This design comes from an exercise in tuning for small area on the open sky130 flow, not from production work. The RTL was checked by simulation tests, not by an equivalence proof against the original design. No activity file was given, so power comes from the tool's default toggle rates.

`flow/config.mk`:
```
export PLATFORM = sky130hd
export DESIGN_NAME = tcp_offload
export DESIGN_NICKNAME = tcp_offload
export VERILOG_FILES = /design/flow/design.v
export SDC_FILE = /design/flow/constraint.sdc
export NUM_CORES = 4
export LEC_CHECK = 0
export CAP_MARGIN = 20
export CORE_MARGIN = 2
export CORE_UTILIZATION = 40
export SLEW_MARGIN = 20
```
`flow/constraint.sdc`:
```
create_clock -name core_clock -period 5.0 [get_ports {i_clk}]
set_input_delay 1.0000 -clock core_clock [delete_from_list [all_inputs] [get_ports {i_clk}]]
set_output_delay 1.0000 -clock core_clock [all_outputs]
set_load 0.01 [all_outputs]
```
`flow/design.v`:
```
`timescale 1ns/1ps
package tcp_pkg;
    typedef struct packed {
        logic       valid;
        logic [7:0] data;
        logic       last;
    } ip_beat_t;
    typedef struct packed {
        logic [15:0] src;
        logic [15:0] dst;
    } tcp_ports_t;
    typedef struct packed {
        logic        req;
        logic        is_wr;
        logic [5:0]  addr;
        logic [31:0] wr_data;
    } cpu_req_t;
    typedef struct packed {
        logic        rd_ack;
        logic        wr_ack;
        logic [31:0] rd_data;
    } cpu_rsp_t;
    typedef enum logic {
        DECAP_HEADER,
        DECAP_PAYLOAD
    } decap_state_e;
    typedef enum logic [2:0] {
        STREAM_IDLE,
        STREAM_RECEIVE,
        STREAM_REQUEST,
        STREAM_SEND_HEADER,
        STREAM_SEND_PAYLOAD
    } stream_state_e;
endpackage
`timescale 1ns/1ps
module tcp_regfile (
    input  logic                          i_clk,
    input  logic                          i_reset,
    input  tcp_pkg::cpu_req_t             i_cpu_req,
    output tcp_pkg::cpu_rsp_t             o_cpu_rsp,
    output logic [4-1:0][15:0] o_stream_ports,
    output logic [4-1:0]   o_stream_enable,
    input  logic [4-1:0]   i_rx_accept,
    input  logic                          i_rx_drop
);
    localparam int N = 4;
    logic [N-1:0][15:0] port_q;
    logic [N-1:0] enable_q;
    logic [31:0] rx_count_q [N];
    logic [31:0] drop_count_q;
    logic [31:0] rd_data;
    logic wr_en;
    logic rd_en;
    assign wr_en = i_cpu_req.req && i_cpu_req.is_wr;
    assign rd_en = i_cpu_req.req && !i_cpu_req.is_wr;
    always_comb begin
        rd_data = '0;
        for (int i = 0; i < N; i++) begin
            if (i_cpu_req.addr == 6'(0 + i)) begin
                rd_data = {16'h0000, port_q[i]};
            end
            if (i_cpu_req.addr == 6'(8 + i)) begin
                rd_data = rx_count_q[i];
            end
        end
        if (i_cpu_req.addr == 6'(4)) begin
            rd_data = 32'(enable_q);
        end
        if (i_cpu_req.addr == 6'(12)) begin
            rd_data = drop_count_q;
        end
    end
    always_ff @(posedge i_clk) begin
        if (i_reset) begin
            for (int i = 0; i < N; i++) begin
                port_q[i] <= '0;
                rx_count_q[i] <= '0;
            end
            enable_q <= '0;
            drop_count_q <= '0;
            o_cpu_rsp <= '0;
        end else begin
            o_cpu_rsp.rd_ack <= rd_en;
            o_cpu_rsp.wr_ack <= wr_en;
            o_cpu_rsp.rd_data <= rd_en ? rd_data : 32'h0;
            for (int i = 0; i < N; i++) begin
                if (wr_en && i_cpu_req.addr == 6'(0 + i)) begin
                    port_q[i] <= i_cpu_req.wr_data[15:0];
                end
                if (wr_en && i_cpu_req.addr == 6'(8 + i)) begin
                    rx_count_q[i] <= i_cpu_req.wr_data;
                end else if (i_rx_accept[i]) begin
                    rx_count_q[i] <= rx_count_q[i] + 32'd1;
                end
            end
            if (wr_en && i_cpu_req.addr == 6'(4)) begin
                enable_q <= i_cpu_req.wr_data[N-1:0];
            end
            if (wr_en && i_cpu_req.addr == 6'(12)) begin
                drop_count_q <= i_cpu_req.wr_data;
            end else if (i_rx_drop) begin
                drop_count_q <= drop_count_q + 32'd1;
            end
        end
    end
    assign o_stream_ports = port_q;
    assign o_stream_enable = enable_q;
endmodule
`timescale 1ns/1ps
module tcp_dest_decap (
    input  logic                  i_clk,
    input  logic                  i_reset,
    input  tcp_pkg::ip_beat_t     i_rx,
    output tcp_pkg::ip_beat_t     o_payload,
    output tcp_pkg::tcp_ports_t   o_ports,
    output logic                  o_ports_valid
);
    tcp_pkg::decap_state_e state_q;
    logic [1:0] hdr_cnt_q;
    logic [31:0] hdr_q;
    logic first_q;
    assign o_ports = tcp_pkg::tcp_ports_t'(hdr_q);
    always_ff @(posedge i_clk) begin
        if (i_reset) begin
            state_q <= tcp_pkg::DECAP_HEADER;
            hdr_cnt_q <= '0;
            hdr_q <= '0;
            first_q <= 1'b0;
            o_payload <= '0;
            o_ports_valid <= 1'b0;
        end else begin
            o_payload <= '0;
            o_ports_valid <= 1'b0;
            case (state_q)
                tcp_pkg::DECAP_HEADER: begin
                    if (i_rx.valid) begin
                        hdr_q <= {hdr_q[23:0], i_rx.data};
                        if (i_rx.last) begin
                            hdr_cnt_q <= '0;
                        end else if (hdr_cnt_q == 2'd3) begin
                            hdr_cnt_q <= '0;
                            first_q <= 1'b1;
                            state_q <= tcp_pkg::DECAP_PAYLOAD;
                        end else begin
                            hdr_cnt_q <= hdr_cnt_q + 2'd1;
                        end
                    end
                end
                tcp_pkg::DECAP_PAYLOAD: begin
                    if (i_rx.valid) begin
                        o_payload <= i_rx;
                        o_ports_valid <= first_q;
                        first_q <= 1'b0;
                        if (i_rx.last) begin
                            state_q <= tcp_pkg::DECAP_HEADER;
                        end
                    end
                end
                default: begin
                    state_q <= tcp_pkg::DECAP_HEADER;
                end
            endcase
        end
    end
endmodule
`timescale 1ns/1ps
module tcp_rx_demux (
    input  logic                          i_clk,
    input  logic                          i_reset,
    input  tcp_pkg::ip_beat_t             i_payload,
    input  tcp_pkg::tcp_ports_t           i_ports,
    input  logic                          i_ports_valid,
    input  logic [4-1:0][15:0] i_stream_ports,
    input  logic [4-1:0]   i_stream_enable,
    input  logic [4-1:0]   i_stream_busy,
    output logic [4-1:0][9:0] o_stream_rx,
    output logic [15:0]                   o_remote_port,
    output logic                          o_drop
);
    localparam int N = 4;
    localparam int SEL_W = (N > 1) ? $clog2(N) : 1;
    logic match_found;
    logic [SEL_W-1:0] match_sel;
    logic hit_q;
    logic [SEL_W-1:0] sel_q;
    logic cur_hit;
    logic [SEL_W-1:0] cur_sel;
    always_comb begin
        match_found = 1'b0;
        match_sel = '0;
        for (int i = N - 1; i >= 0; i--) begin
            if (i_stream_enable[i] && !i_stream_busy[i] &&
                i_stream_ports[i] == i_ports.dst) begin
                match_found = 1'b1;
                match_sel = SEL_W'(i);
            end
        end
    end
    assign cur_hit = i_ports_valid ? match_found : hit_q;
    assign cur_sel = i_ports_valid ? match_sel : sel_q;
    always_ff @(posedge i_clk) begin
        if (i_reset) begin
            hit_q <= 1'b0;
            sel_q <= '0;
            o_remote_port <= '0;
            o_drop <= 1'b0;
            for (int i = 0; i < N; i++) begin
                o_stream_rx[i] <= '0;
            end
        end else begin
            o_drop <= i_ports_valid && !match_found;
            if (i_ports_valid) begin
                sel_q <= match_sel;
                o_remote_port <= i_ports.src;
            end
            if (i_payload.valid && i_payload.last) begin
                hit_q <= 1'b0;
            end else if (i_ports_valid) begin
                hit_q <= match_found;
            end
            for (int i = 0; i < N; i++) begin
                if (i_payload.valid && cur_hit && cur_sel == SEL_W'(i)) begin
                    o_stream_rx[i] <= i_payload;
                end else begin
                    o_stream_rx[i] <= '0;
                end
            end
        end
    end
endmodule
`timescale 1ns/1ps
module tcp_tx_arb_mux (
    input  logic                          i_clk,
    input  logic                          i_reset,
    input  logic [4-1:0]   i_req,
    input  logic [4-1:0][9:0] i_tx,
    output logic [4-1:0]   o_grant,
    output tcp_pkg::ip_beat_t             o_tx
);
    localparam int N = 4;
    localparam int SEL_W = (N > 1) ? $clog2(N) : 1;
    logic [SEL_W-1:0] ptr_q;
    logic [SEL_W-1:0] pick;
    logic pick_found;
    tcp_pkg::ip_beat_t sel_beat;
    always_comb begin
        pick_found = 1'b0;
        pick = ptr_q;
        for (int k = N; k >= 1; k--) begin
            if (i_req[(int'(ptr_q) + k) % N]) begin
                pick_found = 1'b1;
                pick = SEL_W'((int'(ptr_q) + k) % N);
            end
        end
    end
    assign sel_beat = i_tx[ptr_q];
    always_ff @(posedge i_clk) begin
        if (i_reset) begin
            ptr_q <= '0;
            o_grant <= '0;
            o_tx <= '0;
        end else begin
            o_tx <= (|o_grant) ? sel_beat : '0;
            if (|o_grant) begin
                if (sel_beat.valid && sel_beat.last) begin
                    o_grant <= '0;
                end
            end else if (pick_found) begin
                o_grant <= N'(1) << pick;
                ptr_q <= pick;
            end
        end
    end
endmodule
`timescale 1ns/1ps
module tcp_stream (
    input  logic                i_clk,
    input  logic                i_reset,
    input  tcp_pkg::ip_beat_t   i_rx,
    input  logic [15:0]         i_remote_port,
    input  logic [15:0]         i_local_port,
    input  logic                i_grant,
    output logic                o_req,
    output tcp_pkg::ip_beat_t   o_tx,
    output logic                o_busy,
    output logic                o_accept
);
    localparam int DEPTH = 16;
    localparam int IDX_W = $clog2(DEPTH);
    localparam int LEN_W = $clog2(DEPTH + 1);
    tcp_pkg::stream_state_e state_q;
    logic [7:0] mem [DEPTH];
    logic [LEN_W-1:0] len_q;
    logic [IDX_W-1:0] rd_idx_q;
    logic [1:0] hdr_idx_q;
    logic [15:0] remote_q;
    logic [7:0] hdr_byte;
    logic pay_last;
    logic wr_en;
    logic [IDX_W-1:0] wr_idx;
    always_comb begin
        case (hdr_idx_q)
            2'd0: hdr_byte = i_local_port[15:8];
            2'd1: hdr_byte = i_local_port[7:0];
            2'd2: hdr_byte = remote_q[15:8];
            default: hdr_byte = remote_q[7:0];
        endcase
    end
    assign pay_last = (LEN_W'(rd_idx_q) == len_q - LEN_W'(1));
    always_comb begin
        o_tx = '0;
        case (state_q)
            tcp_pkg::STREAM_SEND_HEADER: begin
                o_tx.valid = 1'b1;
                o_tx.data = hdr_byte;
            end
            tcp_pkg::STREAM_SEND_PAYLOAD: begin
                o_tx.valid = 1'b1;
                o_tx.data = mem[rd_idx_q];
                o_tx.last = pay_last;
            end
            default: begin
                o_tx = '0;
            end
        endcase
    end
    assign o_req = (state_q == tcp_pkg::STREAM_REQUEST) ||
                   (state_q == tcp_pkg::STREAM_SEND_HEADER) ||
                   (state_q == tcp_pkg::STREAM_SEND_PAYLOAD && !pay_last);
    assign o_busy = (state_q != tcp_pkg::STREAM_IDLE);
    assign wr_en = i_rx.valid && ((state_q == tcp_pkg::STREAM_IDLE) ||
                   (state_q == tcp_pkg::STREAM_RECEIVE && len_q < LEN_W'(DEPTH)));
    assign wr_idx = (state_q == tcp_pkg::STREAM_IDLE) ? '0 : len_q[IDX_W-1:0];
    always_ff @(posedge i_clk) begin
        if (wr_en) begin
            mem[wr_idx] <= i_rx.data;
        end
    end
    always_ff @(posedge i_clk) begin
        if (i_reset) begin
            state_q <= tcp_pkg::STREAM_IDLE;
            len_q <= '0;
            rd_idx_q <= '0;
            hdr_idx_q <= '0;
            remote_q <= '0;
            o_accept <= 1'b0;
        end else begin
            o_accept <= 1'b0;
            case (state_q)
                tcp_pkg::STREAM_IDLE: begin
                    if (i_rx.valid) begin
                        remote_q <= i_remote_port;
                        len_q <= LEN_W'(1);
                        o_accept <= i_rx.last;
                        state_q <= i_rx.last ? tcp_pkg::STREAM_REQUEST
                                             : tcp_pkg::STREAM_RECEIVE;
                    end
                end
                tcp_pkg::STREAM_RECEIVE: begin
                    if (wr_en) begin
                        len_q <= len_q + LEN_W'(1);
                    end
                    if (i_rx.valid && i_rx.last) begin
                        o_accept <= 1'b1;
                        state_q <= tcp_pkg::STREAM_REQUEST;
                    end
                end
                tcp_pkg::STREAM_REQUEST: begin
                    if (i_grant) begin
                        hdr_idx_q <= '0;
                        state_q <= tcp_pkg::STREAM_SEND_HEADER;
                    end
                end
                tcp_pkg::STREAM_SEND_HEADER: begin
                    hdr_idx_q <= hdr_idx_q + 2'd1;
                    if (hdr_idx_q == 2'd3) begin
                        rd_idx_q <= '0;
                        state_q <= tcp_pkg::STREAM_SEND_PAYLOAD;
                    end
                end
                tcp_pkg::STREAM_SEND_PAYLOAD: begin
                    rd_idx_q <= rd_idx_q + IDX_W'(1);
                    if (pay_last) begin
                        state_q <= tcp_pkg::STREAM_IDLE;
                    end
                end
                default: begin
                    state_q <= tcp_pkg::STREAM_IDLE;
                end
            endcase
        end
    end
endmodule
`timescale 1ns/1ps
module tcp_offload (
    input  logic                i_clk,
    input  logic                i_reset,
    input  logic [39:0]         i_cpu_req,
    output logic [33:0]         o_cpu_rsp,
    input  logic [9:0]          i_rx,
    output logic [9:0]          o_tx
);
    tcp_pkg::cpu_req_t cpu_req;
    tcp_pkg::cpu_rsp_t cpu_rsp;
    tcp_pkg::ip_beat_t rx_beat;
    tcp_pkg::ip_beat_t tx_beat;
    assign cpu_req = tcp_pkg::cpu_req_t'(i_cpu_req);
    assign o_cpu_rsp = cpu_rsp;
    assign rx_beat = tcp_pkg::ip_beat_t'(i_rx);
    assign o_tx = tx_beat;
    localparam int N = 4;
    logic [N-1:0][15:0] stream_ports;
    logic [N-1:0] stream_enable;
    logic [N-1:0] stream_accept;
    logic [N-1:0] stream_busy;
    logic [N-1:0] stream_req;
    logic [N-1:0] stream_grant;
    logic rx_drop;
    tcp_pkg::ip_beat_t decap_payload;
    tcp_pkg::tcp_ports_t decap_ports;
    logic decap_ports_valid;
    logic [N-1:0][9:0] stream_rx;
    logic [N-1:0][9:0] stream_tx;
    logic [15:0] remote_port;
    tcp_regfile u_tcp_regfile (
        .i_clk            (i_clk),
        .i_reset          (i_reset),
        .i_cpu_req        (cpu_req),
        .o_cpu_rsp        (cpu_rsp),
        .o_stream_ports   (stream_ports),
        .o_stream_enable  (stream_enable),
        .i_rx_accept      (stream_accept),
        .i_rx_drop        (rx_drop)
    );
    tcp_dest_decap u_tcp_dest_decap (
        .i_clk            (i_clk),
        .i_reset          (i_reset),
        .i_rx             (rx_beat),
        .o_payload        (decap_payload),
        .o_ports          (decap_ports),
        .o_ports_valid    (decap_ports_valid)
    );
    tcp_rx_demux u_tcp_rx_demux (
        .i_clk            (i_clk),
        .i_reset          (i_reset),
        .i_payload        (decap_payload),
        .i_ports          (decap_ports),
        .i_ports_valid    (decap_ports_valid),
        .i_stream_ports   (stream_ports),
        .i_stream_enable  (stream_enable),
        .i_stream_busy    (stream_busy),
        .o_stream_rx      (stream_rx),
        .o_remote_port    (remote_port),
        .o_drop           (rx_drop)
    );
    generate
        for (genvar i = 0; i < N; i++) begin : g_streams
            tcp_stream u_tcp_stream (
                .i_clk          (i_clk),
                .i_reset        (i_reset),
                .i_rx           (stream_rx[i]),
                .i_remote_port  (remote_port),
                .i_local_port   (stream_ports[i]),
                .i_grant        (stream_grant[i]),
                .o_req          (stream_req[i]),
                .o_tx           (stream_tx[i]),
                .o_busy         (stream_busy[i]),
                .o_accept       (stream_accept[i])
            );
        end
    endgenerate
    tcp_tx_arb_mux u_tcp_tx_arb_mux (
        .i_clk            (i_clk),
        .i_reset          (i_reset),
        .i_req            (stream_req),
        .i_tx             (stream_tx),
        .o_grant          (stream_grant),
        .o_tx             (tx_beat)
    );
endmodule
```
`flow/run.sh`:
```
#!/bin/bash
# synth_recipe.tcl (not shown) runs the flow's synth.tcl, then flattens the netlist and writes it again
# the make line also repeats each setting of config.mk as NAME=value (left out here)
make -C /OpenROAD-flow-scripts/flow DESIGN_CONFIG=/design/flow/config.mk WORK_HOME=/design/flow/orfs CLKGATE_MAP_FILE= SYNTH_SCRIPT=/design/flow/synth_recipe.tcl finish
```
==> metrics.md <==
| Metric | Value |
|---|---|
| Gpl congestion | `about 0.90` |
| Clk Tree Root Cell | `clkbuf_16` |
| Crit path cell chain | `buf_4 > mux4_2 > mux4_2 > nand2_1 > o21ai_0 > a22oi_1 > a21oi_1` |
| CTS max path bufs | `3` |
| Final Cycle Share | `between 60 and 70%` |
| # setup viols final | `0` |
| CP Capture Type | `register` |
| Synth cell count leaders | `nand2_1, dfxtp_1, edfxtp_1, nor2_1, a21oi_1` |
| Post-synthesis mux area share | `under 10%` |
| Clock latency (worst-skew pair) | `approximately 0.73 ns` |
| Ys flop type | `dfxtp_1` |
| Pwr/cell area | `approximately 340 nW/um^2` |
| DRT iter0 DRCs | `between 3k and 4k` |
| Yosys reg bits | `approximately 1.0k` |
| Final setup TNS | `0 ns` |
| Nets | `~4.0k` |
| Most frequent cell after synthesis | `nand2_1` |
| RSZ-0062 raised after global routing | `no` |
| Adder-cell share of the synthesized area | `less than 1%` |
| CP arrival | `slightly below 4 ns` |
| Yosys top cell by area | `edfxtp_1` |
| Fin. Hold Viols | `0` |
| Worst Skew | `between 0.04 and 0.05 ns` |
| Mapped Area | `between 40000 and 50000 um^2` |
| Setup Fix Bufs, Post-CTS | `0` |
| Global-route wire length before repair | `between 150 and 200 mm` |
| Most used cell, CP | `mux4_2` |
| Final Max Slew Viols | `0` |
| Number of max-cap violations | `0` |
| DR vias | `between 30k and 40k` |
| Die Area | `roughly 110000 um^2` |
| Post_cts resized | `0` |
| Ports | `between 90 and 100` |
| Largest net degree at the start of global routing | `112` |
| Largest family of logic cells by synthesized area | `simple AND/OR/NAND/NOR gates` |
| Sequential fraction of the synthesis area | `about three fifths` |
| Wire per inst | `roughly 23 um` |
| Initial antenna violation count | `7` |
| Port Buf Inserts | `95` |
| Hold_buf cts | `0` |
| Post-synthesis simple-gate area fraction | `13.4%` |
| Outcome | `complete, no violations` |
| Area of the core | `about 110000 um^2` |
| Total GRT Usage | `approximately 22%` |
| Worst slew margin | `a little under a third` |
| TritonRoute pass-1 iters | `9` |
| Routed Wire Length | `127 mm` |
| Post-Synthesis Cells | `just under 4k` |
| Kind of critical path | `reg -> reg` |
| RR Endpoint | `u_tcp_tx_arb_mux.o_tx[3]$_SDFF_PP0_` |
| Inserted Clock Buffers | `~110` |
| Clock Pin Slew Worst Setup and Hold Paths | `about 0.060 ns` |
| Hold Path Stages | `2` |
| CTS tree | `done` |
| CP required | `between 5 and 6 ns` |
| Area fraction in compound gates after synthesis | `10.5%` |
| R2R cell count | `7` |
| Dpl hpwl | `86.8 mm` |
| Vias in the first global route | `29.0k` |
| Crit path max fanout | `20` |
| Fill cell count | `just over 10k` |
| Chip width | `between 300 and 400 um` |
| Num rows | `about 120` |
| CP max stage delay | `0.62 ns` |
| Number of flops mapped to enable cells by yosys | `roughly 500` |
| H-tree depth | `3` |
| Area Overhead vs Synth | `13.1%` |
| Drc violations | `0` |
| Startpoint types | `register` |
| Worst Hold Class | `reg -> reg` |
| Layout cells sized above 1 | `10.9%` |
| Max Fclk | `a little under 300 MHz` |
| YS warnings | `6` |
| Worst Setup EP | `u_tcp_tx_arb_mux.o_tx[3]$_SDFF_PP0_` |
| R2r setup slk | `roughly 1.6 ns` |
| VDD IR max | `0.367 mV` |
| Syn Area/Cell | `between 10 and 15 um^2` |
| Routed vias/inst | `approximately 5.7` |
| Congestion Overflow GR | `0` |
| Static Leakage | `approximately 15 nW` |
| Post-layout min period | `3.40 ns` |
| Asr flop ratio synth | `0%` |
| Antenna Nets Post-Route | `0` |
| Slowest CP cell | `dfxtp_2` |
| Die Y | `roughly 340 um` |
| Post-synthesis xor/xnor area fraction | `under 10%` |
| Top-area cell type share of the netlist area | `between 30 and 40%` |
| Synth area leaders | `edfxtp_1, dfxtp_1, mux4_2` |
| Starting Density | `about two fifths` |
| Syn nets | `about 4.0k` |
| Netlist cell types | `72` |
| Num Clock Sinks | `1037` |
| Finished Core Util | `around 46%` |
| Least-Margin Pin Slew | `roughly 1.0 ns` |
==> worst max-delay path, delay by kind of cell (launching register included) <==
family / cells / cell delay, ns
muxes: 2 / 1.14
buffers and inverters: 1 / 0.47
AOI/OAI and AO/OA: 3 / 0.90
and+or+nand+nor: 1 / 0.09
DFF: 1 / 0.62
==> flip-flops by register name (all words and copies together), names as in the netlist, 8 cells and up, named ones only <==
name,count
u_tcp_regfile.drop_count_q,32
g_streams.u_tcp_stream.state_q,12
u_tcp_regfile.o_cpu_rsp,34
u_tcp_regfile.port_q,64
g_streams.u_tcp_stream.mem,512
u_tcp_tx_arb_mux.o_tx,10
u_tcp_rx_demux.o_stream_rx,40
g_streams.u_tcp_stream.rd_idx_q,16
u_tcp_dest_decap.hdr_q,32
g_streams.u_tcp_stream.remote_q,64
u_tcp_rx_demux.o_remote_port,16
u_tcp_dest_decap.o_payload,10
g_streams.u_tcp_stream.hdr_idx_q,8
u_tcp_regfile.rx_count_q,128
g_streams.u_tcp_stream.len_q,20
==> report_power, final <==
part	internal (mW)	switching, mW	leakage [nW]
registers	8.85	0.0320	8.37
clock network	4.61	3.46	1.76
logic	0.0953	0.211	5.18
==> cells by family after synthesis <==
logic type      after synthesis
buf+inv                     315
xor+xnor                    242
flops                      1037
compound gates              713
mux                         213
fa+ha+maj                    34
simple gates               1324
==> per-stage QoR <==
stage	power [mW]	hold slack (ns)	setup WS [ns]	area [um^2]	instances
detailed placement	9.36	0.446	1.27	46700	5248
global placement	9.36	0.441	1.37	46700	5248
CTS	17.4	0.455	1.58	50300	5449
global route	17.8	0.469	1.48	50300	5450
finish	17.3	0.455	1.60	50300	5451
floorplan	9.21	0.430	2.06	44500	3878
==> final cells by class <==
class                           instances  area, um^2  area share, %
Antenna cell                            1        2.50        0.00497
Clock buffer                          139        2950           5.87
Clock inverter                         62         628           1.25
Inverter                               40         150          0.298
Multi-Input combinational cell       2526       17400           34.5
Sequential cell                      1037       25900           51.5
Tap cell                             1488        1860           3.70
Timing Repair Buffer                  158        1440           2.86
==> cell usage in the layout (no fill, tap or decap), types with 26 or more instances in the layout <==
master and instances:
mux2i_1 49, nor2_1 380, dfxtp_1 518, mux4_2 161, a21oi_1 269, a222oi_1 32, xor2_1 143, ha_1 34
a31oi_1 26, xnor2_1 96, edfxtp_1 512, buf_4 61, and2_1 56, clkdlybuf4s50_1 93, o21ai_0 73, nand4_1 54
and3_1 55, inv_1 42, a211oi_1 153, nand2_1 521, a22oi_1 64, clkbuf_16 110, nor3_1 53, nand3_1 82
==> worst min-delay path by stage <==
stage / to / slack (ns) / startpoint
4_1_cts: g_streams[1].u_tcp_stream.remote_q[10]$_SDFFE_PP0P_ / 0.45 / g_streams[1].u_tcp_stream.remote_q[10]$_SDFFE_PP0P_
6_report: g_streams[2].u_tcp_stream.remote_q[0]$_SDFFE_PP0P_ / 0.46 / g_streams[2].u_tcp_stream.remote_q[0]$_SDFFE_PP0P_
3_5_place_dp: u_tcp_dest_decap.hdr_q[29]$_SDFFE_PP0P_ / 0.45 / u_tcp_dest_decap.hdr_q[29]$_SDFFE_PP0P_
5_1_grt: g_streams[3].u_tcp_stream.remote_q[4]$_SDFFE_PP0P_ / 0.47 / g_streams[3].u_tcp_stream.remote_q[4]$_SDFFE_PP0P_
3_3_place_gp: g_streams[3].u_tcp_stream.remote_q[8]$_SDFFE_PP0P_ / 0.44 / g_streams[3].u_tcp_stream.remote_q[8]$_SDFFE_PP0P_
2_1_floorplan: u_tcp_dest_decap.o_ports_valid$_SDFF_PP0_ / 0.43 / u_tcp_dest_decap.first_q$_SDFFE_PP0P_
==> metal layers <==
metal  vias to the layer above  wire length, um  GRT usage (%)
li1                      14200                -              -
met1                     15200            55500           30.6
met2                      1151            58500           34.8
met3                       229             8590           3.77
met4                         4             4330           7.91
met5                         -               25              0

-- static timing again, ports no longer ideal --
The results above use ideal ports. As a check the final layout listed here was re-extracted and re-timed, cells and wires unchanged. Step 1: set_driving_cell puts a clkbuf_16 on i_clk and a buf_2 on each other input, an assumption about the parent block. Step 2 also shifts input and output timing later by t, the mid clock arrival at the registers, as if the neighbouring blocks saw the same clock. Three values: no drivers, after step 1, after step 2; two values: the first two.
t, ns: 0.773
setup slack, ns: 1.602 / 1.602 / 1.117
slew at the worst register clock pin (ns): 0.07 / 0.07
After both steps this run still meets setup and hold. For this run, drivers alone change the setup slack by 0.000 ns; drivers and shift together by -0.485 ns.
